From an optimization exercise on the open Yosys and OpenROAD flow, aimed at small area; shortcuts taken in it are not production practice.
Function was checked by simulation only, so behaviour that the tests miss may differ from the original.
Power figures rest on the tool's default switching activity, not on a simulated workload.

Setup of run 4:
Design riscvTop, start of the top module:
module riscvTop (
   input  logic        CLK,
   input  logic        RSTn,
   output logic        iMemCsn,
   output logic [11:0] iMemAddr,    
   input  logic [31:0] iMemData,
   output logic        dMemCsn,
   output logic [11:0] dMemAddr,    
   output logic [31:0] dMemDout,
   input  logic [31:0] dMemData,
   output logic        dMemWen,
   output logic        rfWe,
   output logic [4:0]  rfRa1,
   output logic [4:0]  rfRa2,
   output logic [4:0]  rfWa,
   input  logic [31:0] rfRd1,
   input  logic [31:0] rfRd2,
   output logic [31:0] rfWd,
   output logic        halt,
   output logic [31:0] numInst
);
   logic [9:0]  pc;       
   logic [3:0]  ph;
   logic [31:0] r;
   logic [3:0]  prev;
   logic        carry, eq;
   wire [31:0] ins = iMemData;
   wire [2:0]  f3  = ins[14:12];
   wire isJal   = ins[3];
   wire isLui   = ins[2] & ~ins[3];
   wire isSys   = ins[6] & ins[4];
   wire isBr    = ins[6] & ~ins[4] & ~ins[2];
   wire isLoad  = ~ins[5] & ~ins[4];
   wire isStore = ~ins[6] & ins[5] & ~ins[4];
   wire isImm   = ~ins[5] & ins[4];
   wire isAlu   = ~ins[6] & ins[4] & ~ins[2];    
   wire isReg   = isAlu & ins[5];
   wire regWr   = isAlu | isLui | isJal | isLoad;
   wire isSll   = isAlu & (f3 == 3'b001);
   wire isSrl   = isAlu & (f3 == 3'b101);
   wire isSlt   = isAlu & (f3 == 3'b010);
   wire isXor   = isAlu & (f3 == 3'b100);
   wire isOr    = isAlu & (f3 == 3'b110);
   wire isAnd   = isAlu & (f3 == 3'b111);
   wire isSub   = (isReg & (f3 == 3'b000) & ins[30]) | isSlt | isBr;
  ...
clock: 7.0 ns
lec_check: 0
cap_margin: 20
core_margin: 2
core_utilization: 40
cts_buf_list: sky130_fd_sc_hd__clkbuf_8
slew_margin: 20
standard.sh (not shown) runs the stock make flow with config.mk's settings and CLKGATE_MAP_FILE= SYNTH_SCRIPT=/design/flow/synth_recipe.tcl, a recipe that flattens the netlist after the stock synthesis.
==> flow/flow/run.sh <==
#!/bin/bash
# Standard ORFS layout, except that the port buffers are the smallest buffer
# (buf_1) instead of the cell buffer_ports picks by default; the resizer still
# upsizes any of them that timing, slew or capacitance need.
set -euo pipefail
export BUFFER_PORTS_ARGS="-buffer_cell sky130_fd_sc_hd__buf_1"
bash standard.sh > standard_make.log 2>&1
Every stage of the flow completed for run 4, and the final layout passed the timing, DRC and antenna checks.
What run 2 does differently from run 4 at the input level:
- CTS_CLUSTER_SIZE now 40, previously not set
- CTS_BUF_LIST now sky130_fd_sc_hd__clkbuf_16, was sky130_fd_sc_hd__clkbuf_8
### Flow results
Run 2 has completed all stages; timing, DRC and antenna checks passed.
Diff run 2..run 4 | number of cells in the finished layout apart from fillers | negligible
Diff run 4 -> run 2: cell area rose by 1.5%, number of antenna diodes rose by 1, part of the total power dissipated in combinational logic fell by 2.4 points.
Row non-clock buffer share of cell area: run 2 lower / run 4 higher
Relative to run 4, worst setup slack decreased by 0.020 ns in run 2.
Non-clock buffer count came out exactly the same in run 2 and run 4.
Against run 4, clock period minus worst slack in run 2 came out worse.
Taking run 2 as 1.0, run 4 lands at 0.930 on total power.

riscvTop, a different RTL version from the one above (not shown whole).
For scale: roughly 270 I/O pins, about 4800 µm² of cells after synthesis.
## riscvTop
module riscvTop (
   input  logic        CLK,
   input  logic        RSTn,
   output logic        iMemCsn,
   output logic [11:0] iMemAddr,    
   input  logic [31:0] iMemData,
   output logic        dMemCsn,
   output logic [11:0] dMemAddr,    
   output logic [31:0] dMemDout,
   input  logic [31:0] dMemData,
   output logic        dMemWen,
   output logic        rfWe,
   output logic [4:0]  rfRa1,
   output logic [4:0]  rfRa2,
   output logic [4:0]  rfWa,
   input  logic [31:0] rfRd1,
   input  logic [31:0] rfRd2,
   output logic [31:0] rfWd,
   output logic        halt,
   output logic [31:0] numInst
);
Settings: LEC_CHECK=0, CAP_MARGIN=20, CORE_MARGIN=2, CORE_UTILIZATION=40, CTS_BUF_LIST=sky130_fd_sc_hd__clkbuf_8, GPL_TIMING_DRIVEN=0, SLEW_MARGIN=20; clock period 7.0 ns.
==> flow/flow/run.sh <==
#!/bin/bash
# The standard ORFS layout (standard.sh), with these changes:
#  - synthesis: ABC maps the combinational logic for area
#    (flow/abc_area.script, in place of ORFS's delay-oriented abc_speed.script)
#    and adders are left to ABC as well instead of being mapped to the
#    library's half and full adders (ADDER_MAP_FILE empty). Everything else in
#    synthesis, including the flip-flops, their cell types and their names, is
#    ORFS's own;
#  - placement: the port buffers are the smallest buffer (buf_1) instead of
#    the cell buffer_ports picks; the resizer still upsizes any that timing,
#    slew or capacitance need;
#  - clock tree: clkbuf_8 buffers and no dummy loads.
# ORFS's logs are under orfs/logs/; make's own output is in standard_make.log.
set -euo pipefail
rm -rf scripts_local
cp -r "$FLOW_HOME/scripts" scripts_local
cp flow/abc_area.script scripts_local/abc_speed.script
export SCRIPTS_DIR="$PWD/scripts_local"
export ADDER_MAP_FILE=
export BUFFER_PORTS_ARGS="-buffer_cell sky130_fd_sc_hd__buf_1"
export CTS_ARGS="-sink_clustering_enable -repair_clock_nets -buf_list sky130_fd_sc_hd__clkbuf_8 -dont_use_dummy_load"
bash standard.sh > standard_make.log 2>&1
==> flow/flow/abc_area.script <==
strash
&get -n
&st
&syn2
&synch2
&put
dch -f
amap
strash
dch -f
amap
topo
stime -c
Edit:
Settings changed: CORE_UTILIZATION 40 to 30, GPL_TIMING_DRIVEN 0 to unset.
Effect:
- The changed run finished with timing, DRC and antenna clean
- synthesized area stays the same
- via count is lower by 3.5%
- clock power hardly moves

port drivers added, routing unchanged:
The results above use ideal ports. As a check the final layouts listed here were re-extracted and re-timed, cells and wires unchanged.
Step 1 assumes that a clkbuf_16 drives the clock port and a buf_2 every other input.
Step 2 times the ports against the registers' clock, not the clock port: input delays grow and output delays shrink by t, the midpoint of the rising clock arrivals with the driver on.
Three values: ideal, step 1, step 2; two values: the first two.
| run | shift t [ns] | setup WS [ns] | clock arrival spread, ns | worst data-port slew with drivers (ns) |
|---|---|---|---|---|
| run 4 | 0.391 | 0.537 / 0.531 / 0.140 | 0.016 / 0.016 | 0.09 |
| run 2 | 0.374 | 0.517 / 0.516 / 0.142 | 0.012 / 0.012 | 0.08 |
| the first run of note 2 | 0.378 | 0.718 / 0.674 / 0.296 | 0.019 / 0.019 | 0.08 |
| the second run of note 2 | 0.384 | 0.850 / 0.837 / 0.453 | 0.029 / 0.029 | 0.05 |
After both steps every run listed still meets setup and hold. The setup slack of the first run of note 2, which loses most, moves by -0.044 ns with the drivers and by -0.422 ns with both steps.
